Context: an optimization exercise on an open-source flow, tuned for small area, a short achievable clock period and few clock cycles. The choices shown serve that exercise and are no tape-out recipe.
At most, simulation tests tie the RTL to the original design; equivalence was not proved.
Function not checked in run 1: the RTL went through the layout flow alone.

## flow/design.v (module list and top-level ports; edited modules follow where they fit)
// module ast_tensor_stream_sv: 1730 lines
module ast_tensor_stream_sv #(
   parameter int DATAWIDTH = 14,
   parameter int SIZE      = 4,
   parameter int ACCWIDTH  = 2*DATAWIDTH+$clog2(SIZE)
) (
   input  logic                   clk,
   input  logic                   reset_n,
   input  logic                   cfg_valid,
   input  logic [$clog2(SIZE):0]  cfg_q,
   input  logic [$clog2(SIZE):0]  cfg_r,
   input  logic [$clog2(SIZE):0]  cfg_k,
   input  logic                   in_valid,
   output logic                   in_ready,
   input  logic                   in_set,
   input  logic [DATAWIDTH-1:0]   in_data,
   input  logic                   start,
   input  logic                   keep_b,
   input  logic                   relu,
   output logic                   out_valid,
   input  logic                   out_ready,
   output logic [DATAWIDTH-1:0]   out_data,
   output logic                   out_last,
   output logic                   busy,
   output logic                   done,
   output logic                   err
);
  // ...
==> flow/flow/run.sh <==
#!/bin/bash
# Standard layout, with timing repair aiming further below the clock period.
set -e
export SETUP_SLACK_MARGIN=5.6
bash standard.sh > standard.log 2>&1
==> flow/standard.sh <==
#!/bin/bash
# synth_recipe.tcl (not shown) runs the flow's synth.tcl, then flattens the netlist and writes it again
# the make line also repeats each setting of config.mk as NAME=value (left out here)
make -C /OpenROAD-flow-scripts/flow DESIGN_CONFIG=/design/flow/config.mk WORK_HOME=/design/flow/orfs CLKGATE_MAP_FILE= SYNTH_SCRIPT=/design/flow/synth_recipe.tcl "${@:-finish}"
==> flow/config.mk <==
export PLATFORM = sky130hd
export DESIGN_NAME = ast_tensor_stream_sv
export DESIGN_NICKNAME = ast_tensor_stream_sv
export VERILOG_FILES = /design/flow/design.v
export SDC_FILE = /design/flow/constraint.sdc
export NUM_CORES = 4
export LEC_CHECK = 0
export ABC_CLOCK_PERIOD_IN_PS = 5000
export CAP_MARGIN = 20
export CORE_MARGIN = 2
export CORE_UTILIZATION = 50
export CTS_CLUSTER_DIAMETER = 80
export CTS_CLUSTER_SIZE = 24
export SLEW_MARGIN = 20
==> flow/constraint.sdc <==
create_clock -name core_clock -period 10.0 [get_ports {clk}]
set_input_delay 2.0000 -clock core_clock [delete_from_list [all_inputs] [get_ports {clk}]]
set_output_delay 2.0000 -clock core_clock [all_outputs]
set_load 0.01 [all_outputs]
==> metrics.cfg, run 1 <==
[placed_design]
dp_hpwl_um=112000
place_congestion=0.963
place_inst=5414

[global_route]
gr-max-usage-layer=met2
antenna_found_initial=3
grt_pass1_wl_um=226000
grt_pass1_vias=34130

[setup_path]
path_depth=3
endpoint_kind=output port

[sta]
hold_violations=0
finalCriticalPeriod_ns=4.53
rsz0062_at_grt=yes

[cells_and_area]
clock_buffers=64
fin_cells=5519
multi_input_area_mm2=0.0268
fill_cells=8475

[clocking]
clock-sinks=766
clk_pin_slew_ns=0.09

[yosys]
synth.mux.area_fraction=0.0522
ys.flop_type=edfxtp_1

[run_status]
status=finished clean

[run]
drv_cap=0

[detailed_routing]
wl_per_cell_um=27.5

==> inputs of run 2 (changes only) <==
--- a/flow/design.v
+++ b/flow/design.v
@@ -27,16 +27,20 @@
    localparam int unsigned CW = $clog2(SIZE) + 1;
    localparam int unsigned NW = 2 * CW;
    logic [CW-1:0] q_r, r_r, k_r;
    logic [NW-1:0] a_cnt, b_cnt, a_need, b_need;
    logic          keep_r;
    logic          a_room, b_room;      
    logic          dims_ok, start_ok, accept, go, fin;
    logic [1:0]    ai, ar;              
+   assign a_need   = NW'(q_r) * NW'(r_r);
+   assign b_need   = NW'(r_r) * NW'(k_r);
+   assign dims_ok  = (q_r != '0) && (r_r != '0) && (k_r != '0) &&
+                     (q_r <= CW'(SIZE)) && (r_r <= CW'(SIZE)) && (k_r <= CW'(SIZE));
    assign start_ok = !cfg_valid && dims_ok && (a_cnt == a_need) && (b_cnt == b_need);
    assign in_ready = in_set ? b_room : a_room;
    assign accept   = in_valid && in_ready && !cfg_valid;
    assign go       = !busy && start && start_ok;
    assign fin      = out_valid && out_ready && out_last;
    logic [CW-1:0] q_n, r_n, k_n;
    logic [NW-1:0] a_cnt_n, b_cnt_n;
    logic          busy_n;
@@ -82,37 +86,28 @@
          b_room_n = b_room;
       end
    end
    always_ff @(posedge clk or negedge reset_n) begin
       if (!reset_n) begin
          q_r    <= '0;
          r_r    <= '0;
          k_r    <= '0;
-         a_need <= '0;
-         b_need <= '0;
-         dims_ok <= 1'b0;
          a_cnt  <= '0;
          b_cnt  <= '0;
          keep_r <= 1'b0;
          busy   <= 1'b0;
          done   <= 1'b0;
          err    <= 1'b0;
          a_room <= 1'b0;
          b_room <= 1'b0;
       end else begin
          q_r    <= q_n;
          r_r    <= r_n;
          k_r    <= k_n;
-         if (!busy && cfg_valid) begin
-            a_need  <= NW'(cfg_q) * NW'(cfg_r);
-            b_need  <= NW'(cfg_r) * NW'(cfg_k);
-            dims_ok <= (cfg_q != '0) && (cfg_r != '0) && (cfg_k != '0) &&
-                       (cfg_q <= CW'(SIZE)) && (cfg_r <= CW'(SIZE)) && (cfg_k <= CW'(SIZE));
-         end
          a_cnt  <= a_cnt_n;
          b_cnt  <= b_cnt_n;
          busy   <= busy_n;
          done   <= busy && fin;
          err    <= !busy && start && !start_ok;
          if (go) keep_r <= keep_b;
          a_room <= a_room_n;
          b_room <= b_room_n;
@@ -1699,17 +1694,17 @@
    assign cs[2][28] = 1'b0;
    assign cs[0][29] = 1'b1;
    assign cs[1][29] = 1'b0;
    assign cs[2][29] = 1'b0;
    logic [29:0] ps [3];
    always_ff @(posedge clk) begin
       for (int r = 0; r < 3; r++) ps[r] <= cs[r];
    end
-   logic [29:0] psum;
+   logic signed [29:0] psum;
    always_comb begin
       psum = ps[0];
       for (int r = 1; r < 3; r++) psum = psum + ps[r];
    end
    logic [DATAWIDTH-1:0] res;
    always_comb begin
       if (psum[29:13] != {17{psum[29]}})
          res = psum[29] ? 14'h2000 : 14'h1fff;
==> flow/flow/run.sh (replaced) <==
#!/bin/bash
# Standard layout, with timing repair aiming further below the clock period.
set -e
export SETUP_SLACK_MARGIN=5.75
bash standard.sh > standard.log 2>&1
==> metrics.cfg, run 2 <==
[detailed_routing]
drc_errors=0
avgViaCountPerCell=6.11
routed_wl_um=153000
drt-initial-drc-count=3716
wl_per_cell_um=27.3  ; -0.74%
final_antenna_net_count=0
drt_pass1_iterations=6
vias=34378

[placed_design]
port_buffers=51
place_congestion=0.971  ; +0.76%
dp_hpwl_um=112000  ; -0.54%
place_inst=5388  ; -0.48%

[clocking]
h-tree-depth=2
clk_pin_slew_ns=0.09  ; about the same
cts_root_buffer=clkbuf_16
worstSkewPairLatency_ns=0.67
clock-sinks=753  ; -1.7%
ctsHoldBuffers=0
cts_tree=yes
cts_buffers=44
cts.path.max_buffers=3

[sta]
tightest_slew_ns=1.13
fin_tns_setup_ns=0
hold_violations=0  ; unchanged
setup_viol=0
clock_skew_ns=0.0301
rsz0062_at_grt=yes
fmax_mhz=226
slew_headroom=0.243
period_share=0.442
slew_viol_final=0
finalCriticalPeriod_ns=4.42  ; -0.109 ns

[yosys]
synth-compound-area-share=0.123
yosys.area_share.simple=0.0685
ys.flop_type=edfxtp_1
syn-num-nets=4855
async_flop_share=0.0438
synth-seq-cells=753
yosysMostFrequentCell=edfxtp_1
yosysTopAreaCell=edfxtp_1
synth.area.top_cells=edfxtp_1, fa_1, dfxtp_1
synth_top_area_frac=0.292
netlist_instances=4256
synth_top_family_by_area=adder cells
synth_common_cells=edfxtp_1, inv_1, fa_1
ys_types=95
yosysWarnings=14
synthXorXnorAreaFrac=0.0891
synth_edf_count=481
synth.mux.area_fraction=0.0532  ; +0.00100
synth_area_mm2=0.0495
synth_fa_ha_area_frac=0.204
avgSynthCellArea_um2=11.6
ys_seq_area_frac=0.405

[setup_path]
cp-start-kind=input port
cp.required_ns=8.00
critPathArrivalTime_ns=2.42
rr_startpoint=r_r[2]
critPathMaxFanout=7
endpoint_kind=output port
reg2reg_slack_ns=5.66
critPathKind=input port to output port
reg2reg_depth=17

[min_path]
hold_class=flop to flop
hp-start=s0_v
hold_depth=2
hold_path_end=s1_v

[floorplanning]
core_area_mm2=0.0983
die_h_um=319
die_area_mm2=0.102
rows=115
die_w_um=319
start_util=0.504
io_pins=52

[run]
drv_cap=0  ; unchanged

[global_route]
grt_pass1_vias=34438  ; +0.90%
grt_pass1_wl_um=225000  ; -0.29%
antenna_found_initial=5  ; +2
track_usage=0.299
grt_max_degree=59
overflow=0

[cells_and_area]
layout-drive-gt1-share=0.162
area_delta_synth_final_pct=11.7
layout_common_cells=edfxtp_1, inv_1, fa_1
final_common_cell=edfxtp_1
seq_area_mm2=0.0205
fill_cells=8304  ; -2.0%
multi_input_area_mm2=0.0276  ; +2.9%
fin_cells=5626  ; +1.9%
final_nets=4902

[run_status]
status=finished clean

==> run 2: cells by family after synthesis <==
family                     after synthesis
buffers and inverters                  740
and+or+nand+nor                        678
adders and majority gates              567
xor gates and xnor gates               501
DFF                                    753
muxes                                  140
AOI/OAI and AO/OA                      877
==> run 2: worst max path at each step <==
| stage | start | end | slack, ns | depth (start not counted) |
|---|---|---|---|---|
| after floorplan | in_set | in_ready | 5.61 | 3 |
| after global placement | in_set | in_ready | 4.52 | 4 |
| after detailed placement | in_set | in_ready | 4.52 | 4 |
| after CTS | in_set | in_ready | 5.57 | 4 |
| after global routing | r_r[0] | flop | 5.54 | 19 |
| final | in_set | in_ready | 5.58 | 4 |
==> run 2: worst max-delay path: stages <==
cell     delay [ns]
buf_12         0.11
nor2b_4        0.10
a21o_1         0.09
buf_2          0.12
==> run 2: layer usage <==
metal | wire [um] | track usage | up-vias
met3 | 13500 | 0.0565 | 417
li1 | - | - | 14988
met1 | 60600 | 0.392 | 17238
met2 | 72100 | 0.486 | 1733
met4 | 7300 | 0.128 | 2
met5 | 13 | 0 | -
==> run 2: repair_timing <==
item / in CTS / in global routing
setup buffers: 56 / 97
gates resized for setup: 289 / 171
cloned: 2 / 1
pin swaps: 24 / 46
endpoints found under the setup margin: 147 / 178
==> run 2: cell type report <==
| type | count | area share |
|---|---|---|
| Multi-Input combinational cell | 2765 | 0.499 |
| Sequential cell | 753 | 0.370 |
| Timing Repair Buffer | 271 | 0.0436 |
| Inverter | 468 | 0.0323 |
| Tap cell | 1287 | 0.0291 |
| Clock buffer | 58 | 0.0212 |
| Clock inverter | 22 | 0.00489 |
| Antenna cell | 2 | 0.0000905 |
==> run 2: per-stage QoR <==
stage	hold WS (ns)	util	worst slack [ns]	instance area, um^2
after floorplan	0.423	-	5.61	49700
after global placement	0.461	0.521	4.52	51200
after detailed placement	0.463	0.521	4.52	51200
after CTS	0.484	0.548	5.57	53800
after global routing	0.501	0.563	5.54	55300
final	0.484	0.563	5.58	55300
Testbench counts of run 2, summed over its fixed seeds: cycles 15,315.
==> inputs of run 3 (changes only) <==
==> flow/flow/run.sh (replaced) <==
#!/bin/bash
# Standard layout, with timing repair aiming further below the clock period.
set -e
export SETUP_SLACK_MARGIN=5.6
bash standard.sh > standard.log 2>&1
--- a/flow/config.mk
+++ b/flow/config.mk
@@ -9,5 +9,5 @@
 export CAP_MARGIN = 20
 export CORE_MARGIN = 2
-export CORE_UTILIZATION = 50
+export CORE_UTILIZATION = 62
 export CTS_CLUSTER_DIAMETER = 80
 export CTS_CLUSTER_SIZE = 24
==> metrics.cfg, run 3 <==
[run_status]
status=finished clean

[floorplanning]
die_h_um=287  ; -10%
die_w_um=287  ; -10%
io_pins=52  ; unchanged
core_area_mm2=0.0790  ; -20%
rows=103  ; -10%
die_area_mm2=0.0821  ; -19%
start_util=0.627  ; +0.123

[cells_and_area]
final_nets=4812  ; -1.8%
fill_cells=5992  ; -28%
area_delta_synth_final_pct=8.21
final_common_cell=edfxtp_1
layout-drive-gt1-share=0.125  ; -0.0368
layout_common_cells=edfxtp_1, inv_1, fa_1

[run]
drv_cap=0  ; unchanged

[detailed_routing]
routed_wl_um=150000  ; -2.2%
final_antenna_net_count=0  ; unchanged
vias=34397  ; +0.055%
drc_errors=0  ; unchanged
drt_pass1_iterations=7  ; +1
avgViaCountPerCell=6.49  ; +6.3%
wl_per_cell_um=28.3  ; +3.9%
drt-initial-drc-count=3878  ; +4.4%

[yosys]
yosysMostFrequentCell=edfxtp_1
ys_seq_area_frac=0.405  ; unchanged
synth_edf_count=481  ; unchanged
avgSynthCellArea_um2=11.6  ; unchanged
synth_top_area_frac=0.292  ; unchanged
synth_common_cells=edfxtp_1, inv_1, fa_1
ys_types=95  ; unchanged
netlist_instances=4256  ; unchanged
syn-num-nets=4855  ; unchanged
synth.area.top_cells=edfxtp_1, fa_1, dfxtp_1
async_flop_share=0.0438  ; unchanged
synth-seq-cells=753  ; unchanged
yosysWarnings=14  ; unchanged
ys.flop_type=edfxtp_1
synth_area_mm2=0.0495  ; unchanged
yosysTopAreaCell=edfxtp_1

[setup_path]
critPathArrivalTime_ns=2.42  ; about the same
cp_slowest_stage_delay_ns=0.12  ; about the same
critPathSlowestCell=buf_2
cp.required_ns=8.00  ; about the same
critPathKind=input port to output port
endpoint_kind=output port
crit_chain=buf_12, nor2b_4, a21o_1, buf_2
critPathMaxFanout=6  ; -1
cp-start-kind=input port

[clocking]
clk_pin_slew_ns=0.10  ; about the same
cts.path.max_buffers=3  ; unchanged
cts_tree=yes
worstSkewPairLatency_ns=0.65  ; -0.02 ns
ctsHoldBuffers=0  ; unchanged
cts_buffers=42  ; -4.5%
h-tree-depth=2  ; unchanged
cts_root_buffer=clkbuf_16
clock-sinks=753  ; unchanged

[sta]
period_share=0.442  ; +0.000662
fin_tns_setup_ns=0  ; unchanged
slew_viol_final=0  ; unchanged
finalCriticalPeriod_ns=4.42  ; +0.00662 ns
clock_skew_ns=0.0608  ; +0.0306 ns
tightest_slew_ns=1.07  ; -0.0586 ns
hold_violations=0  ; unchanged
slew_headroom=0.285  ; +0.0422
rsz0062_at_grt=yes
setup_viol=0  ; unchanged
fmax_mhz=226  ; -0.15%
setup_slack_ns=5.58  ; -0.00662 ns

[placed_design]
dp_hpwl_um=112000  ; +0.51%
dp_slack_ns=4.48  ; -0.0387 ns
port_buffers=51  ; unchanged
place_congestion=1.00  ; +3.3%

[global_route]
antenna_found_initial=3  ; -2
grt_pass1_wl_um=222000  ; -1.6%
grt_max_degree=59  ; unchanged
overflow=0  ; unchanged
track_usage=0.367  ; +0.0682
grt_pass1_vias=34418  ; -0.058%

[min_path]
hold_class=flop to flop

run 3: cell counts after synthesis:
No cell type changed its count.
run 3: final timing paths:
path	cells after the start	slack (ns)	start	end
setup reg to reg	13	5.67	bn[1][5]	ps[2][18]
hold reg to reg	2	0.47	s0_v	s1_v
min in group asynchronous	1	1.48	reset_n	done
hold / removal	2	0.47	s0_v	s1_v
max in group asynchronous	1	7.83	reset_n	r_r[2]
setup / recovery	4	5.58	in_set	in_ready
run 3: critical path: cells and delay by family:
kind / cells / cell delay, ns
AND/OR/NAND/NOR: 1 / 0.11
AO/OA/AOI/OAI: 1 / 0.09
buffers and inverters: 2 / 0.23
run 3: kinds of logic after synthesis:
| logic type | share of synthesized area |
|---|---|
| xor gates and xnor gates | 0.0891 |
| buffers and inverters | 0.0566 |
| AOI/OAI and AO/OA | 0.123 |
| muxes | 0.0532 |
| DFF | 0.405 |
| and+or+nand+nor | 0.0685 |
| adders and majority gates | 0.204 |
run 3: per-layer routing:
metal,global-route usage,part of all wire,vias up
met3,0.0812,0.10,451
met5,0,0,-
li1,-,-,14807
met4,0.153,0.051,0
met1,0.473,0.37,17117
met2,0.603,0.48,2022
run 3: layout make-up:
cell class,count,area [um^2],area share
clock inverters,13,233,0.00434
clock buffers,64,1150,0.0215
repair buffers,184,1570,0.0293
multi-input cells,2764,27100,0.505
diodes,1,2.50,0.0000467
well taps,1050,1310,0.0245
flip-flops and latches,753,20400,0.382
inverters,468,1780,0.0333
run 3: timing repair:
item / CTS / global route
setup endpoints to repair: 226 / 219
pin swaps: 16 / 17
cloned: 1 / 0
resized for setup: 166 / 164
buffers inserted: 39 / 34
run 3: through the flow:
stage	std cells	instance area (um^2)	hold slack, ns	utilization
CTS	5262	52800	0.462	0.668
detailed placement	5145	50800	0.437	0.643
global placement	5145	50800	0.446	0.643
floorplan	4256	49600	0.423	-
finish	5297	53600	0.466	0.678
global route	5296	53600	0.491	0.678
==> inputs of run 4 (changes only) <==
--- a/flow/config.mk
+++ b/flow/config.mk
@@ -9,6 +9,7 @@
 export CAP_MARGIN = 20
 export CORE_MARGIN = 2
-export CORE_UTILIZATION = 62
+export CORE_UTILIZATION = 50
 export CTS_CLUSTER_DIAMETER = 80
 export CTS_CLUSTER_SIZE = 24
+export PLACE_DENSITY = 0.75
 export SLEW_MARGIN = 20
==> metrics.cfg, run 4 <==
[cells_and_area]
layout-drive-gt1-share=0.126  ; +0.00115
final_common_cell=edfxtp_1
antenna_cells=0  ; -1
final_nets=4811  ; -0.021%
layout_common_cells=edfxtp_1, inv_1, fa_1
area_delta_synth_final_pct=8.82
design_area_mm2=0.0539  ; +0.56%
final_util=0.548  ; -0.130
fin_cells=5534  ; +4.5%

[sta]
slew_headroom=0.339  ; +0.0540
period_share=0.441  ; -0.00149
hold_violations=0  ; unchanged
clock_skew_ns=0.0298  ; -0.0310 ns
tightest_slew_ns=0.992  ; -0.0810 ns
setup_viol=0  ; unchanged
fmax_mhz=227  ; +0.34%
setup_slack_ns=5.59  ; +0.0149 ns
slew_viol_final=0  ; unchanged
rsz0062_at_grt=yes
finalCriticalPeriod_ns=4.41  ; -0.0149 ns
fin_tns_setup_ns=0  ; unchanged

[global_route]
antenna_found_initial=3  ; unchanged
grt_pass1_vias=35235  ; +2.4%
grt_pass1_wl_um=218000  ; -1.5%
overflow=0  ; unchanged
grt_max_degree=59  ; unchanged
track_usage=0.283  ; -0.0841

[floorplanning]
start_util=0.504  ; -0.123
core_area_mm2=0.0983  ; +24%
die_h_um=319  ; +11%
die_w_um=319  ; +11%
io_pins=52  ; unchanged
die_area_mm2=0.102  ; +24%
rows=115  ; +12%

[detailed_routing]
avgViaCountPerCell=6.33  ; -2.6%
routed_wl_um=146000  ; -2.8%
drt_pass1_iterations=10  ; +3
wl_per_cell_um=26.4  ; -7.0%
vias=35009  ; +1.8%
drt-initial-drc-count=4234  ; +9.2%
drc_errors=0  ; unchanged
final_antenna_net_count=0  ; unchanged

[setup_path]
crit_buf_inv=2  ; unchanged
critPathArrivalTime_ns=2.41  ; about the same
cp-start-kind=input port
critPathMaxFanout=4  ; -2
cp.required_ns=8.00  ; about the same
cp_slowest_stage_delay_ns=0.11  ; about the same
critPathKind=input port to output port
critPathSlowestCell=buf_12
endpoint_kind=output port
critPathTopFamily=buffers and inverters
crit_chain=buf_12, nor2b_4, a21o_1, buf_6

[clocking]
cts_tree=yes
h-tree-depth=2  ; unchanged
ctsHoldBuffers=0  ; unchanged
cts_root_buffer=clkbuf_16
cts_buffers=43  ; +2.4%
clk_pin_slew_ns=0.09  ; about the same
worstSkewPairLatency_ns=0.66  ; about the same
clock-sinks=753  ; unchanged
cts.path.max_buffers=3  ; unchanged

[yosys]
ys_seq_area_frac=0.405  ; unchanged
synth_edf_count=481  ; unchanged
synth_area_mm2=0.0495  ; unchanged
yosysMostFrequentCell=edfxtp_1
ys_types=95  ; unchanged
syn-num-nets=4855  ; unchanged
synth-seq-cells=753  ; unchanged
yosysTopAreaCell=edfxtp_1
netlist_instances=4256  ; unchanged
synth_top_area_frac=0.292  ; unchanged
async_flop_share=0.0438  ; unchanged
synth_common_cells=edfxtp_1, inv_1, fa_1
avgSynthCellArea_um2=11.6  ; unchanged
synth.area.top_cells=edfxtp_1, fa_1, dfxtp_1
yosysWarnings=14  ; unchanged
ys.flop_type=edfxtp_1

[placed_design]
place_inst=5384  ; +4.6%
dp_slack_ns=4.50  ; +0.0175 ns
post_dp_cell_area_mm2=0.0511  ; +0.61%
place_congestion=1.05  ; +4.3%
dp_hpwl_um=106000  ; -5.8%
port_buffers=51  ; unchanged

[run_status]
status=finished clean

[min_path]
hold_class=flop to flop

[run]
drv_cap=0  ; unchanged

run 4: cell counts after synthesis:
No cell type changed its count.
run 4: cell families (layout without fill, tap and decap cells):
| kind of cell | count (synthesis) | after routing | synth area share |
|---|---|---|---|
| AO/OA/AOI/OAI | 877 | 878 | 0.123 |
| XOR/XNOR | 501 | 501 | 0.0891 |
| adder cells (fa/ha/maj) | 567 | 567 | 0.204 |
| buffers and inverters | 740 | 728 | 0.0566 |
| flip-flops | 753 | 753 | 0.405 |
| multiplexers | 140 | 140 | 0.0532 |
| AND/OR/NAND/NOR | 678 | 680 | 0.0685 |
run 4: layout make-up:
class	count	area, um^2
Fill cell	8132	44400
Multi-Input combinational cell	2766	27100
Sequential cell	753	20400
Inverter	468	1780
Tap cell	1287	1610
Timing Repair Buffer	180	1570
Clock buffer	63	1170
Clock inverter	17	234
run 4: through the flow:
step	hold slack (ns)
after floorplan	0.423
after global placement	0.452
after detailed placement	0.448
after CTS	0.476
after global routing	0.503
final	0.477
run 4: tightest hold or removal path, stage by stage, from the launching register on:
cell	delay, ns
dfrtp_1	0.35
nand2_1	0.05
nand2_1	0.05
run 4: path summary, 6_finish.rpt:
kind	depth (start not counted)	slack, ns	to	startpoint
worst max-delay path	4	5.59	in_ready	in_set
worst min-delay path	2	0.48	s1_v	s0_v
worst max register to register	15	5.61	out_data[0]	ps[2][1]
worst min register to register	2	0.48	s1_v	s0_v
max in group asynchronous	2	7.86	k_r[2]	reset_n
min in group asynchronous	2	1.77	out_valid	reset_n
run 4: layer usage:
layer	share of wire	track usage
met1	0.37	0.356
met2	0.47	0.458
met3	0.11	0.0834
met4	0.050	0.115
met5	0.00023	0.00284
run 4: what timing repair did:
item,in CTS,in global routing
pin swaps,14,36
setup buffers,31,35
endpoints found under the setup margin,75,302
resized for setup,152,163
cloned,2,2
==> inputs of run 5 (changes only) <==
--- a/flow/config.mk
+++ b/flow/config.mk
@@ -7,9 +7,8 @@
 export LEC_CHECK = 0
 export ABC_CLOCK_PERIOD_IN_PS = 5000
-export CAP_MARGIN = 20
+export CAP_MARGIN = 5
 export CORE_MARGIN = 2
 export CORE_UTILIZATION = 50
 export CTS_CLUSTER_DIAMETER = 80
 export CTS_CLUSTER_SIZE = 24
-export PLACE_DENSITY = 0.75
-export SLEW_MARGIN = 20
+export SLEW_MARGIN = 5
==> metrics.cfg, run 5 <==
[sta]
finalCriticalPeriod_ns=4.41  ; +0.00175 ns
slew_viol_final=0  ; unchanged
fin_hold_ws_ns=0.482  ; +0.00541 ns
fin_tns_setup_ns=0  ; unchanged
tightest_slew_ns=1.08  ; +0.0856 ns
slew_headroom=0.281  ; -0.0581
period_share=0.441  ; about the same
clock_skew_ns=0.0410  ; +0.0113 ns
rsz0062_at_grt=yes
fmax_mhz=227  ; about the same
hold_violations=0  ; unchanged
setup_viol=0  ; unchanged

[cells_and_area]
final_nets=4815  ; +0.083%
area_delta_synth_final_pct=9.10
antenna_cells=0  ; unchanged
design_area_mm2=0.0540  ; +0.26%
layout_common_cells=edfxtp_1, inv_1, fa_1
fin_cells=5540  ; +0.11%
layout-drive-gt1-share=0.126  ; +0.000292
final_common_cell=edfxtp_1

[floorplanning]
die_area_mm2=0.102  ; unchanged
io_pins=52  ; unchanged
die_w_um=319  ; unchanged
rows=115  ; unchanged
core_area_mm2=0.0983  ; unchanged
die_h_um=319  ; unchanged
start_util=0.504  ; unchanged

[yosys]
yosysWarnings=14  ; unchanged
synth.area.top_cells=edfxtp_1, fa_1, dfxtp_1
ys_types=95  ; unchanged
yosysMostFrequentCell=edfxtp_1
synth_top_area_frac=0.292  ; unchanged
synth_edf_count=481  ; unchanged
ys.flop_type=edfxtp_1
yosysTopAreaCell=edfxtp_1
async_flop_share=0.0438  ; unchanged
avgSynthCellArea_um2=11.6  ; unchanged
synth_area_mm2=0.0495  ; unchanged
ys_seq_area_frac=0.405  ; unchanged
synth_common_cells=edfxtp_1, inv_1, fa_1
synth-seq-cells=753  ; unchanged
syn-num-nets=4855  ; unchanged
netlist_instances=4256  ; unchanged

[min_path]
hold_class=flop to flop
hold_depth=2  ; unchanged
hp-start=s0_v
hold_path_end=s1_v

[clocking]
cts_buffers=46  ; +7.0%
worstSkewPairLatency_ns=0.68  ; +0.02 ns
clock-sinks=753  ; unchanged
clk_pin_slew_ns=0.09  ; about the same
h-tree-depth=2  ; unchanged
cts_tree=yes
ctsHoldBuffers=0  ; unchanged
cts.path.max_buffers=3  ; unchanged
cts_root_buffer=clkbuf_16

[detailed_routing]
drc_errors=0  ; unchanged
avgViaCountPerCell=6.15  ; -2.7%
vias=34091  ; -2.6%
routed_wl_um=151000  ; +3.3%
drt_pass1_iterations=6  ; -4
drt-initial-drc-count=3602  ; -15%
final_antenna_net_count=0  ; unchanged
wl_per_cell_um=27.2  ; +3.2%

[setup_path]
critPathSlowestCell=buf_2
endpoint_kind=output port
critPathMaxFanout=4  ; unchanged
worst_r2r_endpoint=out_data[1]
cp.required_ns=8.00  ; about the same
critPathKind=input port to output port
rr_startpoint=ps[0][1]
critPathTopFamily=buffers and inverters
cp-start-kind=input port
cp_slowest_stage_delay_ns=0.12  ; about the same
critPathArrivalTime_ns=2.41  ; about the same
reg2reg_slack_ns=5.64  ; +0.03 ns
crit_chain=buf_12, nor2b_4, a21o_1, buf_2
crit_buf_inv=2  ; unchanged
reg2reg_depth=13  ; -2

[global_route]
overflow=0  ; unchanged
grt_max_degree=59  ; unchanged
grt_pass1_wl_um=224000  ; +2.6%
track_usage=0.295  ; +0.0124
grt_pass1_vias=34360  ; -2.5%
antenna_found_initial=1  ; -2

[placed_design]
place_inst=5392  ; +0.15%
post_dp_cell_area_mm2=0.0512  ; +0.13%
place_congestion=0.992  ; -5.1%
port_buffers=51  ; unchanged
dp_hpwl_um=111000  ; +5.4%

[run]
drv_cap=0  ; unchanged

[run_status]
status=finished clean

==> run 5: changes by cell type in the layout (fill, tap and decap cells not counted), sizes merged <==
cell           before  now
clkdlybuf4s50      43   42
clkbuf             64   62
bufbuf              1    0
inv               476  474
clkinv              5   10
clkinvlp            4    7
a31oi              25   24
dlymetal6s2s        4    5
buf               130  135
nand3b              8    7
==> run 5: worst register-to-register path: stages, from the launching register on <==
cell      delay, ns
dfxtp_1        0.32
fa_1           0.47
ha_2           0.20
fa_2           0.37
a211oi_2       0.30
o211ai_1       0.11
buf_4          0.20
and2_1         0.20
o41ai_1        0.42
xor2_1         0.22
or4b_1         0.59
nor3_4         0.29
nand4b_4       0.24
a22oi_1        0.25
==> run 5: repair_timing <==
| action | 4_1_cts | 5_1_grt |
|---|---|---|
| gates cloned | 0 | 1 |
| setup buffers | 42 | 20 |
| setup endpoints to repair | 137 | 361 |
| pin swaps | 12 | 31 |
| gates resized for setup | 162 | 142 |
==> run 5: how the worst max path moves through the flow <==
stage | startpoint | to | depth (start not counted)
final | in_set | in_ready | 4
after global routing | ps[0][8] | out_data[0] | 14
after CTS | in_set | in_ready | 4
after detailed placement | r_r[2] | pb[3][2] | 15
after global placement | in_set | in_ready | 4
after floorplan | k_r[0] | flop | 17
==> run 5: cell families (layout without fill, tap and decap cells) <==
kind of cell / count (synthesis) / in the layout / synth area share
buffers and inverters: 740 / 736 / 0.0566
DFF: 753 / 753 / 0.405
AOI/OAI and AO/OA: 877 / 877 / 0.123
muxes: 140 / 140 / 0.0532
xor gates and xnor gates: 501 / 501 / 0.0891
adders and majority gates: 567 / 567 / 0.204
and+or+nand+nor: 678 / 679 / 0.0685
==> run 5: through the flow <==
stage | utilization | setup WS [ns]
final | 0.550 | 5.59
after detailed placement | 0.521 | 4.33
after global placement | 0.521 | 4.49
after CTS | 0.543 | 5.60
after global routing | 0.550 | 5.42
after floorplan | - | 5.55
==> run 5: layout make-up <==
class	count	area [um^2]
fill	8321	44300
multi-input combinational	2764	27100
sequential	753	20400
inverter	468	1780
tap	1287	1610
timing repair buffer	183	1570
clock buffer	62	1230
clock inverter	23	314
==> run 5: per-layer routing <==
metal,up-vias,part of all wire,GRT usage
li1,14828,-,-
met1,17185,0.40,0.393
met2,1712,0.47,0.481
met3,366,0.088,0.0611
met4,0,0.041,0.103
met5,-,0,0
==> inputs of run 6 (changes only) <==
--- a/flow/config.mk
+++ b/flow/config.mk
@@ -6,9 +6,9 @@
 export NUM_CORES = 4
 export LEC_CHECK = 0
-export ABC_CLOCK_PERIOD_IN_PS = 5000
-export CAP_MARGIN = 5
+export ABC_CLOCK_PERIOD_IN_PS = 4300
+export CAP_MARGIN = 20
 export CORE_MARGIN = 2
 export CORE_UTILIZATION = 50
 export CTS_CLUSTER_DIAMETER = 80
 export CTS_CLUSTER_SIZE = 24
-export SLEW_MARGIN = 5
+export SLEW_MARGIN = 20
==> metrics.cfg, run 6 <==
[yosys]
avgSynthCellArea_um2=11.6  ; unchanged
synth-seq-cells=753  ; unchanged
synth_top_family_by_area=adder cells
synth_common_cells=edfxtp_1, inv_1, fa_1
ys_types=95  ; unchanged
synth_edf_count=481  ; unchanged
synth_fa_ha_area_frac=0.204  ; unchanged
yosysWarnings=14  ; unchanged
yosys.area_share.simple=0.0685  ; unchanged
ys.flop_type=edfxtp_1
syn-num-nets=4855  ; unchanged
synth-compound-area-share=0.123  ; unchanged
synthXorXnorAreaFrac=0.0891  ; unchanged
yosysTopAreaCell=edfxtp_1
yosysMostFrequentCell=edfxtp_1
synth.area.top_cells=edfxtp_1, fa_1, dfxtp_1
netlist_instances=4256  ; unchanged
async_flop_share=0.0438  ; unchanged
synth_top_area_frac=0.292  ; unchanged
ys_seq_area_frac=0.405  ; unchanged
synth_area_mm2=0.0495  ; unchanged
synth.mux.area_fraction=0.0532  ; unchanged

[sta]
fmax_mhz=227  ; unchanged
finalCriticalPeriod_ns=4.41  ; unchanged
clock_skew_ns=0.0410  ; unchanged
slew_viol_final=0  ; unchanged
fin_hold_ws_ns=0.482  ; unchanged
setup_viol=0  ; unchanged
setup_slack_ns=5.59  ; unchanged
period_share=0.441  ; unchanged
tightest_slew_ns=1.08  ; unchanged
slew_headroom=0.281  ; unchanged
fin_tns_setup_ns=0  ; unchanged
hold_violations=0  ; unchanged
rsz0062_at_grt=yes

[floorplanning]
start_util=0.504  ; unchanged
die_h_um=319  ; unchanged
die_w_um=319  ; unchanged
core_area_mm2=0.0983  ; unchanged
io_pins=52  ; unchanged
die_area_mm2=0.102  ; unchanged
rows=115  ; unchanged

[cells_and_area]
layout-drive-gt1-share=0.126  ; unchanged
final_nets=4815  ; unchanged
final_common_cell=edfxtp_1
antenna_cells=0  ; unchanged
fill_cells=8321  ; unchanged
layout_common_cells=edfxtp_1, inv_1, fa_1
multi_input_area_mm2=0.0271  ; unchanged
seq_area_mm2=0.0204  ; unchanged
design_area_mm2=0.0540  ; unchanged
area_delta_synth_final_pct=9.10  ; unchanged

[detailed_routing]
wl_per_cell_um=27.2  ; unchanged
final_antenna_net_count=0  ; unchanged
drt-initial-drc-count=3602  ; unchanged
drc_errors=0  ; unchanged
avgViaCountPerCell=6.15  ; unchanged
routed_wl_um=151000  ; unchanged
drt_pass1_iterations=6  ; unchanged
vias=34091  ; unchanged

[setup_path]
reg2reg_slack_ns=5.64  ; about the same
crit_buf_inv=2  ; unchanged
crit_chain=buf_12, nor2b_4, a21o_1, buf_2
critPathArrivalTime_ns=2.41  ; about the same
critPathMaxFanout=4  ; unchanged
worst_r2r_endpoint=out_data[1]
endpoint_kind=output port
cp-start-kind=input port
rr_startpoint=ps[0][1]
critPathTopFamily=buffers and inverters
reg2reg_depth=13  ; unchanged
cp.required_ns=8.00  ; about the same
critPathKind=input port to output port
critPathSlowestCell=buf_2
cp_slowest_stage_delay_ns=0.12  ; about the same

[global_route]
grt_pass1_wl_um=224000  ; unchanged
grt_max_degree=59  ; unchanged
track_usage=0.295  ; unchanged
overflow=0  ; unchanged
grt_pass1_vias=34360  ; unchanged
antenna_found_initial=1  ; unchanged

[placed_design]
port_buffers=51  ; unchanged
dp_slack_ns=4.33  ; unchanged
dp_hpwl_um=111000  ; unchanged
place_congestion=0.992  ; unchanged
post_dp_cell_area_mm2=0.0512  ; unchanged

[clocking]
worstSkewPairLatency_ns=0.68  ; about the same
cts_tree=yes
cts_buffers=46  ; unchanged
cts_root_buffer=clkbuf_16
h-tree-depth=2  ; unchanged
clock-sinks=753  ; unchanged
clk_pin_slew_ns=0.09  ; about the same
cts.path.max_buffers=3  ; unchanged

[run_status]
status=finished clean

[min_path]
hp-start=s0_v
hold_path_end=s1_v
hold_class=flop to flop
hold_depth=2  ; unchanged

[run]
drv_cap=0  ; unchanged

[run 6: cell counts in the layout (fill, tap and decap cells not counted)]
Identical to the previous run, type by type.
[run 6: cells by family after synthesis]
logic type	count (synthesis)
AO/OA/AOI/OAI	877
flip-flops	753
multiplexers	140
XOR/XNOR	501
AND/OR/NAND/NOR	678
adder cells (fa/ha/maj)	567
buffers and inverters	740
[run 6: what timing repair did]
| action | 4_1_cts | 5_1_grt |
|---|---|---|
| setup buffers | 42 | 20 |
| hold buffers | 0 | 0 |
| cloned | 0 | 1 |
| endpoints found under the setup margin | 137 | 361 |
| pin swaps | 12 | 31 |
| gates resized for setup | 162 | 142 |
[run 6: cell type report]
cell class / instances / area share
sequential: 753 / 0.377
timing repair buffer: 183 / 0.0291
inverter: 468 / 0.0330
clock buffer: 62 / 0.0228
clock inverter: 23 / 0.00581
tap: 1287 / 0.0298
multi-input combinational: 2764 / 0.502
[run 6: per-layer routing]
| layer | vias to the layer above | GRT usage | wire (um) |
|---|---|---|---|
| met3 | 366 | 0.0611 | 13300 |
| met2 | 1712 | 0.481 | 70700 |
| li1 | 14828 | - | - |
| met1 | 17185 | 0.393 | 60500 |
| met4 | 0 | 0.103 | 6150 |
| met5 | - | 0 | 0 |
[run 6: worst max-delay path by stage]
stage / startpoint / end / slack [ns] / cells after the start
CTS: in_set / in_ready / 5.60 / 4
floorplan: k_r[0] / flop / 5.55 / 17
finish: in_set / in_ready / 5.59 / 4
detailed placement: r_r[2] / pb[3][2] / 4.33 / 15
global placement: in_set / in_ready / 4.49 / 4
global route: ps[0][8] / out_data[0] / 5.42 / 14
[run 6: per-stage QoR]
stage | instances | util
finish | 5540 | 0.550
CTS | 5519 | 0.543
detailed placement | 5392 | 0.521
global placement | 5392 | 0.521
floorplan | 4256 | -
global route | 5540 | 0.550
[run 6: worst reg2reg max path, cell delays in order (launching register included)]
cell and delay (ns):
dfxtp_1 0.32, fa_1 0.47, ha_2 0.20, fa_2 0.37, a211oi_2 0.30, o211ai_1 0.11, buf_4 0.20, and2_1 0.20
o41ai_1 0.42, xor2_1 0.22, or4b_1 0.59, nor3_4 0.29, nand4b_4 0.24, a22oi_1 0.25
==> inputs of run 7 (changes only) <==
--- a/flow/config.mk
+++ b/flow/config.mk
@@ -6,5 +6,5 @@
 export NUM_CORES = 4
 export LEC_CHECK = 0
-export ABC_CLOCK_PERIOD_IN_PS = 4300
+export ABC_CLOCK_PERIOD_IN_PS = 5000
 export CAP_MARGIN = 20
 export CORE_MARGIN = 2
==> metrics.cfg, run 7 <==
[floorplanning]
die_area_mm2=0.102  ; unchanged
start_util=0.504  ; unchanged
die_w_um=319  ; unchanged
die_h_um=319  ; unchanged
rows=115  ; unchanged
core_area_mm2=0.0983  ; unchanged
io_pins=52  ; unchanged

[setup_path]
cp-start-kind=input port
critPathArrivalTime_ns=2.41  ; about the same
critPathMaxFanout=4  ; unchanged
cp_slowest_stage_delay_ns=0.12  ; about the same
critPathKind=input port to output port
crit_chain=buf_12, nor2b_4, a21o_1, buf_2
critPathSlowestCell=buf_2
endpoint_kind=output port
cp.required_ns=8.00  ; about the same

[cells_and_area]
final_common_cell=edfxtp_1
fin_cells=5540  ; unchanged
layout-drive-gt1-share=0.126  ; unchanged
final_util=0.550  ; unchanged
final_nets=4815  ; unchanged
antenna_cells=0  ; unchanged
layout_common_cells=edfxtp_1, inv_1, fa_1
area_delta_synth_final_pct=9.10  ; unchanged

[run]
drv_cap=0  ; unchanged

[global_route]
grt_pass1_wl_um=224000  ; unchanged
track_usage=0.295  ; unchanged
overflow=0  ; unchanged
grt_pass1_vias=34360  ; unchanged
grt_max_degree=59  ; unchanged
antenna_found_initial=1  ; unchanged

[detailed_routing]
final_antenna_net_count=0  ; unchanged
vias=34091  ; unchanged
avgViaCountPerCell=6.15  ; unchanged
routed_wl_um=151000  ; unchanged
drt-initial-drc-count=3602  ; unchanged
drt_pass1_iterations=6  ; unchanged
wl_per_cell_um=27.2  ; unchanged
drc_errors=0  ; unchanged

[min_path]
hold_class=flop to flop

[placed_design]
place_inst=5392  ; unchanged
place_congestion=0.992  ; unchanged
dp_hpwl_um=111000  ; unchanged
port_buffers=51  ; unchanged

[yosys]
synth-seq-cells=753  ; unchanged
synth_common_cells=edfxtp_1, inv_1, fa_1
avgSynthCellArea_um2=11.6  ; unchanged
ys.flop_type=edfxtp_1
async_flop_share=0.0438  ; unchanged
synth_area_mm2=0.0495  ; unchanged
yosysTopAreaCell=edfxtp_1
netlist_instances=4256  ; unchanged
yosysWarnings=14  ; unchanged
synth_top_area_frac=0.292  ; unchanged
ys_seq_area_frac=0.405  ; unchanged
synth.area.top_cells=edfxtp_1, fa_1, dfxtp_1
ys_types=95  ; unchanged
yosysMostFrequentCell=edfxtp_1
syn-num-nets=4855  ; unchanged
synth_edf_count=481  ; unchanged

[sta]
hold_violations=0  ; unchanged
clock_skew_ns=0.0410  ; unchanged
finalCriticalPeriod_ns=4.41  ; unchanged
fmax_mhz=227  ; unchanged
fin_tns_setup_ns=0  ; unchanged
slew_headroom=0.281  ; unchanged
slew_viol_final=0  ; unchanged
period_share=0.441  ; unchanged
rsz0062_at_grt=yes
fin_hold_ws_ns=0.482  ; unchanged
tightest_slew_ns=1.08  ; unchanged
setup_viol=0  ; unchanged

[clocking]
cts.path.max_buffers=3  ; unchanged
h-tree-depth=2  ; unchanged
clock-sinks=753  ; unchanged
worstSkewPairLatency_ns=0.68  ; about the same
cts_tree=yes
cts_buffers=46  ; unchanged
clk_pin_slew_ns=0.09  ; about the same
cts_root_buffer=clkbuf_16

[run_status]
status=finished clean

==> run 7: layout make-up <==
class,count,area (um^2)
Timing Repair Buffer,183,1570
Fill cell,8321,44300
Clock buffer,62,1230
Tap cell,1287,1610
Inverter,468,1780
Clock inverter,23,314
Multi-Input combinational cell,2764,27100
Sequential cell,753,20400
==> run 7: worst paths after layout <==
check,end,startpoint,depth (start not counted),slack (ns)
max in group asynchronous,r_r[2],reset_n,1,7.99
hold / removal,s1_v,s0_v,2,0.48
min in group asynchronous,r_r[2],reset_n,1,1.42
setup / recovery,in_ready,in_set,4,5.59
hold reg to reg,s1_v,s0_v,2,0.48
setup reg to reg,out_data[1],ps[0][1],13,5.64
==> run 7: per-layer routing <==
layer	vias to the layer above	part of all wire	track usage
met1	17185	0.40	0.393
li1	14828	-	-
met4	0	0.041	0.103
met2	1712	0.47	0.481
met5	-	0	0
met3	366	0.088	0.0611
==> run 7: repair_timing <==
action,in CTS,in global routing
hold buffers,0,0
cloned,0,1
setup buffers,42,20
resized for setup,162,142
pin swaps,12,31
endpoints found under the setup margin,137,361
==> run 7: per-stage QoR <==
step                      setup slack, ns  instance area [um^2]
after CTS                            5.60                 53300
after floorplan                      5.55                 49600
final                                5.59                 54000
after detailed placement             4.33                 51200
after global placement               4.49                 51200
after global routing                 5.42                 54000
==> run 7: kinds of logic (layout without fill, tap and decap cells) <==
| kind of cell | count (synthesis) | after routing | synth area share |
|---|---|---|---|
| adder cells (fa/ha/maj) | 567 | 567 | 0.204 |
| flip-flops | 753 | 753 | 0.405 |
| AO/OA/AOI/OAI | 877 | 877 | 0.123 |
| buffers and inverters | 740 | 736 | 0.0566 |
| multiplexers | 140 | 140 | 0.0532 |
| AND/OR/NAND/NOR | 678 | 679 | 0.0685 |
| XOR/XNOR | 501 | 501 | 0.0891 |
==> run 7: critical path: cells and delay by family <==
family | cells | cell delay, ns
AOI/OAI and AO/OA | 1 | 0.08
buffers and inverters | 2 | 0.23
and+or+nand+nor | 1 | 0.11
==> inputs of run 8 (changes only) <==
--- a/flow/config.mk
+++ b/flow/config.mk
@@ -10,5 +10,6 @@
 export CORE_MARGIN = 2
 export CORE_UTILIZATION = 50
-export CTS_CLUSTER_DIAMETER = 80
-export CTS_CLUSTER_SIZE = 24
+export CTS_CLUSTER_DIAMETER = 90
+export CTS_CLUSTER_SIZE = 30
+export PLACE_DENSITY = 0.75
 export SLEW_MARGIN = 20
==> metrics.cfg, run 8 <==
[yosys]
synth_area_mm2=0.0495  ; unchanged
yosysTopAreaCell=edfxtp_1
yosysWarnings=14  ; unchanged
yosysMostFrequentCell=edfxtp_1
synth_edf_count=481  ; unchanged
synth_top_area_frac=0.292  ; unchanged
synth_common_cells=edfxtp_1, inv_1, fa_1
async_flop_share=0.0438  ; unchanged
synth.area.top_cells=edfxtp_1, fa_1, dfxtp_1
syn-num-nets=4855  ; unchanged
netlist_instances=4256  ; unchanged
ys_seq_area_frac=0.405  ; unchanged
ys_types=95  ; unchanged
avgSynthCellArea_um2=11.6  ; unchanged
ys.flop_type=edfxtp_1
synth-seq-cells=753  ; unchanged

[clocking]
h-tree-depth=2  ; unchanged
ctsHoldBuffers=0  ; unchanged
clk_pin_slew_ns=0.11  ; +0.02 ns
cts_buffers=38  ; -17%
worstSkewPairLatency_ns=0.67  ; about the same
cts_root_buffer=clkbuf_16
cts_tree=yes
clock-sinks=753  ; unchanged
cts.path.max_buffers=3  ; unchanged

[sta]
fin_tns_setup_ns=0  ; unchanged
clock_skew_ns=0.0408  ; -0.000246 ns
setup_viol=0  ; unchanged
slew_headroom=0.327  ; +0.0466
fmax_mhz=224  ; -1.0%
tightest_slew_ns=1.01  ; -0.0684 ns
period_share=0.446  ; +0.00457
hold_violations=0  ; unchanged
rsz0062_at_grt=yes
finalCriticalPeriod_ns=4.46  ; +0.0457 ns
slew_viol_final=0  ; unchanged

[global_route]
grt_pass1_wl_um=217000  ; -3.1%
global_route.usage.met1=0.354  ; -0.0390
met2_usage=0.458  ; -0.0234
grt_pass1_vias=35182  ; +2.4%
gr-max-usage-layer=met2
antenna_found_initial=3  ; +2
overflow=0  ; unchanged
met3_usage=0.0779  ; +0.0168
grt_max_degree=59  ; unchanged
track_usage=0.282  ; -0.0135

[setup_path]
critPathArrivalTime_ns=4.92  ; +2.51 ns
endpoint_kind=flop
cp.required_ns=10.46  ; +2.46 ns
cp_slowest_stage_delay_ns=0.51  ; +0.39 ns
cp-start-kind=flop
critPathSlowestCell=or4b_4
critPathMaxFanout=7  ; +3
critPathKind=flop to flop
crit_chain=fa_1, ha_2, fa_2, a211oi_2, o211ai_1, buf_4, nand3_4, a211oi_4, o41ai_4, xnor2_2, or4b_4, nor3_4, nand4b_4, a22oi_2

[floorplanning]
die_area_mm2=0.102  ; unchanged
core_area_mm2=0.0983  ; unchanged
die_w_um=319  ; unchanged
die_h_um=319  ; unchanged
start_util=0.504  ; unchanged
rows=115  ; unchanged
io_pins=52  ; unchanged

[cells_and_area]
final_common_cell=edfxtp_1
layout_common_cells=edfxtp_1, inv_1, fa_1
fill_cells=8140  ; -2.2%
final_nets=4799  ; -0.33%
layout-drive-gt1-share=0.123  ; -0.00324
final_util=0.547  ; -0.00275
area_delta_synth_final_pct=8.55

[placed_design]
place_congestion=1.05  ; +5.4%
dp_hpwl_um=106000  ; -5.1%
port_buffers=51  ; unchanged

[detailed_routing]
final_antenna_net_count=0  ; unchanged
drt_pass1_iterations=7  ; +1
avgViaCountPerCell=6.30  ; +2.4%
routed_wl_um=145000  ; -3.7%
drc_errors=0  ; unchanged
drt-initial-drc-count=4221  ; +17%
wl_per_cell_um=26.3  ; -3.3%
vias=34741  ; +1.9%

[run_status]
status=finished clean

[min_path]
hold_class=flop to flop

[run]
drv_cap=0  ; unchanged

-- run 8: final timing paths --
| kind | from | end | slack [ns] | depth (start not counted) |
|---|---|---|---|---|
| max | ps[0][1] | out_data[12] | 5.54 | 14 |
| min | s0_v | s1_v | 0.48 | 2 |
| max reg2reg | ps[0][1] | out_data[12] | 5.54 | 14 |
| min reg2reg | s0_v | s1_v | 0.48 | 2 |
| max in group asynchronous | reset_n | k_r[2] | 7.87 | 2 |
| min in group asynchronous | reset_n | pre | 1.76 | 2 |
-- run 8: layer usage --
metal	share of wire	vias up	routed length, um
met5	0.000090	-	13
met4	0.050	2	7280
met3	0.11	533	16000
met2	0.47	2211	67600
met1	0.37	17204	54200
li1	-	14791	-
-- run 8: stage by stage --
step	instances	hold slack, ns	setup slack [ns]	cell area (um^2)
after floorplan	4256	0.423	5.55	49600
after global placement	5384	0.452	4.49	51100
after detailed placement	5384	0.448	4.50	51100
after CTS	5487	0.482	5.59	53000
after global routing	5514	0.510	5.45	53700
final	5515	0.479	5.54	53700
-- run 8: timing repair --
| action | 4_1_cts | 5_1_grt |
|---|---|---|
| endpoints found under the hold margin | 0 | 0 |
| endpoints found under the setup margin | 78 | 285 |
| cloned | 2 | 2 |
| pin swaps | 13 | 30 |
| buffers inserted | 34 | 24 |
| gates resized for setup | 154 | 158 |
-- run 8: layout make-up --
type	instances	area, um^2	share of cell area
Multi-Input combinational cell	2766	27100	0.505
Sequential cell	753	20400	0.379
Inverter	468	1780	0.0331
Tap cell	1287	1610	0.0300
Timing Repair Buffer	173	1530	0.0285
Clock buffer	48	988	0.0184
Clock inverter	19	313	0.00582
Antenna cell	1	2.50	0.0000466
-- run 8: worst max-delay path, delay by kind of cell, from the launching register on --
family	cells	cell delay, ns
AO/OA/AOI/OAI	5	1.37
AND/OR/NAND/NOR	4	1.09
adder cells (fa/ha/maj)	3	1.05
flip-flops	1	0.33
buffers and inverters	1	0.23
XOR/XNOR	1	0.18
-- run 8: cell families (layout without fill, tap and decap cells) --
logic type,Yosys count,after routing,synth area share
compound gates,877,878,0.123
flops,753,753,0.405
buf+inv,740,708,0.0566
simple gates,678,680,0.0685
fa+ha+maj,567,567,0.204
xor+xnor,501,501,0.0891
mux,140,140,0.0532
other cells,0,1,0
==> inputs of run 9 (changes only) <==
==> flow/flow/run.sh (replaced) <==
#!/bin/bash
# Standard layout, with timing repair aiming further below the clock period.
set -e
export SETUP_SLACK_MARGIN=5.52
bash standard.sh > standard.log 2>&1
--- a/flow/config.mk
+++ b/flow/config.mk
@@ -10,6 +10,6 @@
 export CORE_MARGIN = 2
 export CORE_UTILIZATION = 50
-export CTS_CLUSTER_DIAMETER = 90
-export CTS_CLUSTER_SIZE = 30
+export CTS_CLUSTER_DIAMETER = 80
+export CTS_CLUSTER_SIZE = 24
 export PLACE_DENSITY = 0.75
 export SLEW_MARGIN = 20
==> metrics.cfg, run 9 <==
[run_status]
status=finished clean

[setup_path]
crit_buf_inv=4  ; +3
critPathSlowestCell=fa_2
critPathArrivalTime_ns=5.00  ; +0.08 ns
critPathTopFamily=adder cells
cp.required_ns=10.53  ; +0.07 ns
endpoint_kind=flop
critPathKind=flop to flop
cp_slowest_stage_delay_ns=0.58  ; +0.07 ns
crit_chain=buf_6, buf_6, nand2_4, fa_1, inv_2, ha_4, fa_2, inv_2, ha_4, and4_1, nand3_2, or3_4, o41ai_4, and3_4, o21bai_4, mux2_4, a21oi_2, o21ai_1, mux2_4
cp-start-kind=flop
critPathMaxFanout=5  ; -2

[cells_and_area]
layout_common_cells=edfxtp_1, inv_1, fa_1
fill_cells=8083  ; -0.70%
seq_area_mm2=0.0203  ; -0.28%
final_nets=4779  ; -0.42%
area_delta_synth_final_pct=8.05
design_area_mm2=0.0535  ; -0.46%
multi_input_area_mm2=0.0270  ; -0.30%
final_common_cell=edfxtp_1
fin_cells=5505  ; -0.18%
layout-drive-gt1-share=0.116  ; -0.00703

[sta]
clock_skew_ns=0.0309  ; -0.00986 ns
period_share=0.446  ; +0.000465
fmax_mhz=224  ; -0.10%
slew_viol_final=0  ; unchanged
tightest_slew_ns=1.17  ; +0.163 ns
fin_tns_setup_ns=0  ; unchanged
hold_violations=0  ; unchanged
setup_viol=0  ; unchanged
slew_headroom=0.212  ; -0.115
setup_slack_ns=5.54  ; -0.00465 ns
rsz0062_at_grt=yes
finalCriticalPeriod_ns=4.46  ; +0.00465 ns

[global_route]
grt_pass1_vias=35239  ; +0.16%
grt_max_degree=59  ; unchanged
antenna_found_initial=3  ; unchanged
overflow=0  ; unchanged
track_usage=0.280  ; -0.00151
grt_pass1_wl_um=217000  ; -0.28%

[detailed_routing]
drc_errors=0  ; unchanged
routed_wl_um=143000  ; -1.1%
avgViaCountPerCell=6.31  ; +0.22%
final_antenna_net_count=0  ; unchanged
wl_per_cell_um=26.1  ; -0.91%
vias=34756  ; +0.043%
drt_pass1_iterations=9  ; +2
drt-initial-drc-count=4553  ; +7.9%

[clocking]
cts_root_buffer=clkbuf_16
cts_tree=yes
ctsHoldBuffers=0  ; unchanged
cts.path.max_buffers=3  ; unchanged
cts_buffers=44  ; +16%
worstSkewPairLatency_ns=0.65  ; -0.02 ns
h-tree-depth=2  ; unchanged
clock-sinks=753  ; unchanged
clk_pin_slew_ns=0.09  ; -0.02 ns

[yosys]
ys_seq_area_frac=0.405  ; unchanged
yosysMostFrequentCell=edfxtp_1
ys.flop_type=edfxtp_1
netlist_instances=4256  ; unchanged
avgSynthCellArea_um2=11.6  ; unchanged
synth-seq-cells=753  ; unchanged
syn-num-nets=4855  ; unchanged
yosysTopAreaCell=edfxtp_1
synth_top_area_frac=0.292  ; unchanged
synth_common_cells=edfxtp_1, inv_1, fa_1
yosysWarnings=14  ; unchanged
async_flop_share=0.0438  ; unchanged
synth_edf_count=481  ; unchanged
ys_types=95  ; unchanged
synth.area.top_cells=edfxtp_1, fa_1, dfxtp_1
synth_area_mm2=0.0495  ; unchanged

[floorplanning]
die_w_um=319  ; unchanged
start_util=0.504  ; unchanged
rows=115  ; unchanged
die_area_mm2=0.102  ; unchanged
die_h_um=319  ; unchanged
core_area_mm2=0.0983  ; unchanged
io_pins=52  ; unchanged

[placed_design]
dp_slack_ns=4.41  ; -0.0856 ns
place_congestion=1.05  ; +0.82%
post_dp_cell_area_mm2=0.0511  ; about the same
port_buffers=51  ; unchanged
place_inst=5380  ; -0.074%
dp_hpwl_um=106000  ; about the same

[run]
drv_cap=0  ; unchanged

[min_path]
hold_class=flop to flop

-- run 9: logic make-up (layout without fill, tap and decap cells) --
group	count (synthesis)	count (layout)	synth area share
xor gates and xnor gates	501	501	0.0891
other	0	2	0
and+or+nand+nor	678	679	0.0685
AOI/OAI and AO/OA	877	877	0.123
muxes	140	140	0.0532
adders and majority gates	567	567	0.204
buffers and inverters	740	699	0.0566
DFF	753	753	0.405
-- run 9: per-stage QoR --
stage	hold WS, ns	util
after floorplan	0.423	-
final	0.483	0.544
after global placement	0.456	0.519
after detailed placement	0.458	0.519
after CTS	0.484	0.538
after global routing	0.522	0.544
-- run 9: cell type report --
type | count | area share
Multi-Input combinational cell | 2764 | 0.506
Sequential cell | 753 | 0.380
Inverter | 468 | 0.0332
Tap cell | 1287 | 0.0301
Timing Repair Buffer | 149 | 0.0236
Clock buffer | 63 | 0.0225
Clock inverter | 19 | 0.00477
Antenna cell | 2 | 0.0000936
-- run 9: per-layer routing --
layer | share of wire | routed length, um | global-route usage | up-vias
met2 | 0.47 | 67000 | 0.458 | 2194
met5 | 0.000091 | 13 | 0 | -
met1 | 0.37 | 53400 | 0.354 | 17271
met3 | 0.11 | 15900 | 0.0748 | 539
li1 | - | - | - | 14750
met4 | 0.050 | 7180 | 0.114 | 2
-- run 9: what timing repair did --
item / in CTS / in global routing
setup endpoints to repair: 72 / 117
buffers inserted: 22 / 18
resized for setup: 114 / 145
cloned: 0 / 1
pin swaps: 7 / 22
-- run 9: worst paths after layout --
kind / startpoint / end / slack [ns] / cells past startpoint
setup / recovery: r_r[2] / flop / 5.54 / 19
hold / removal: out_all / out_all / 0.48 / 1
setup reg to reg: r_r[2] / flop / 5.54 / 19
hold reg to reg: out_all / out_all / 0.48 / 1
max in group asynchronous: reset_n / r_r[2] / 7.87 / 2
min in group asynchronous: reset_n / out_valid / 1.76 / 2

## afterwards: timing with drivers on the ports
In the flow no input, the clock included, has a driving cell. The finished layouts below were timed again as built, in two steps. Step 1, drivers: a clkbuf_16 drives clk and a buf_2 each remaining input, both assumed. Step 2 times the ports against the registers' clock, not the clock port: input delays grow and output delays shrink by t, the midpoint of the rising clock arrivals with the driver on. Three values: ideal ports, drivers, drivers and shift; two values: the first two.
| run | t (ns) | slack for setup (ns) | latest minus earliest clock arrival (ns) | worst register clock-pin slew, ns | pins driven straight from the clock port |
|---|---|---|---|---|---|
| run 1 | 0.723 | 5.474 / 5.425 / 5.090 | 0.052 / 0.052 | 0.10 / 0.10 | 1 |
| run 2 | 0.724 | 5.582 / 5.534 / 5.121 | 0.034 / 0.033 | 0.10 / 0.10 | 1 |
| run 3 | 0.691 | 5.576 / 5.530 / 5.086 | 0.061 / 0.061 | 0.10 / 0.10 | 1 |
| run 4 | 0.714 | 5.591 / 5.531 / 5.022 | 0.031 / 0.031 | 0.10 / 0.10 | 1 |
| run 5 | 0.726 | 5.589 / 5.543 / 5.023 | 0.041 / 0.041 | 0.10 / 0.10 | 1 |
| run 6 | 0.726 | 5.589 / 5.543 / 5.023 | 0.041 / 0.041 | 0.10 / 0.10 | 1 |
| run 7 | 0.726 | 5.589 / 5.543 / 5.023 | 0.041 / 0.041 | 0.10 / 0.10 | 1 |
| run 8 | 0.724 | 5.543 / 5.519 / 5.051 | 0.042 / 0.041 | 0.12 / 0.12 | 1 |
| run 9 | 0.706 | 5.538 / 5.496 / 5.010 | 0.031 / 0.031 | 0.10 / 0.10 | 1 |
After both steps setup and hold are still met in every run listed. For run 4, which loses most, drivers alone change the setup slack by -0.060 ns; drivers and shift together by -0.569 ns.
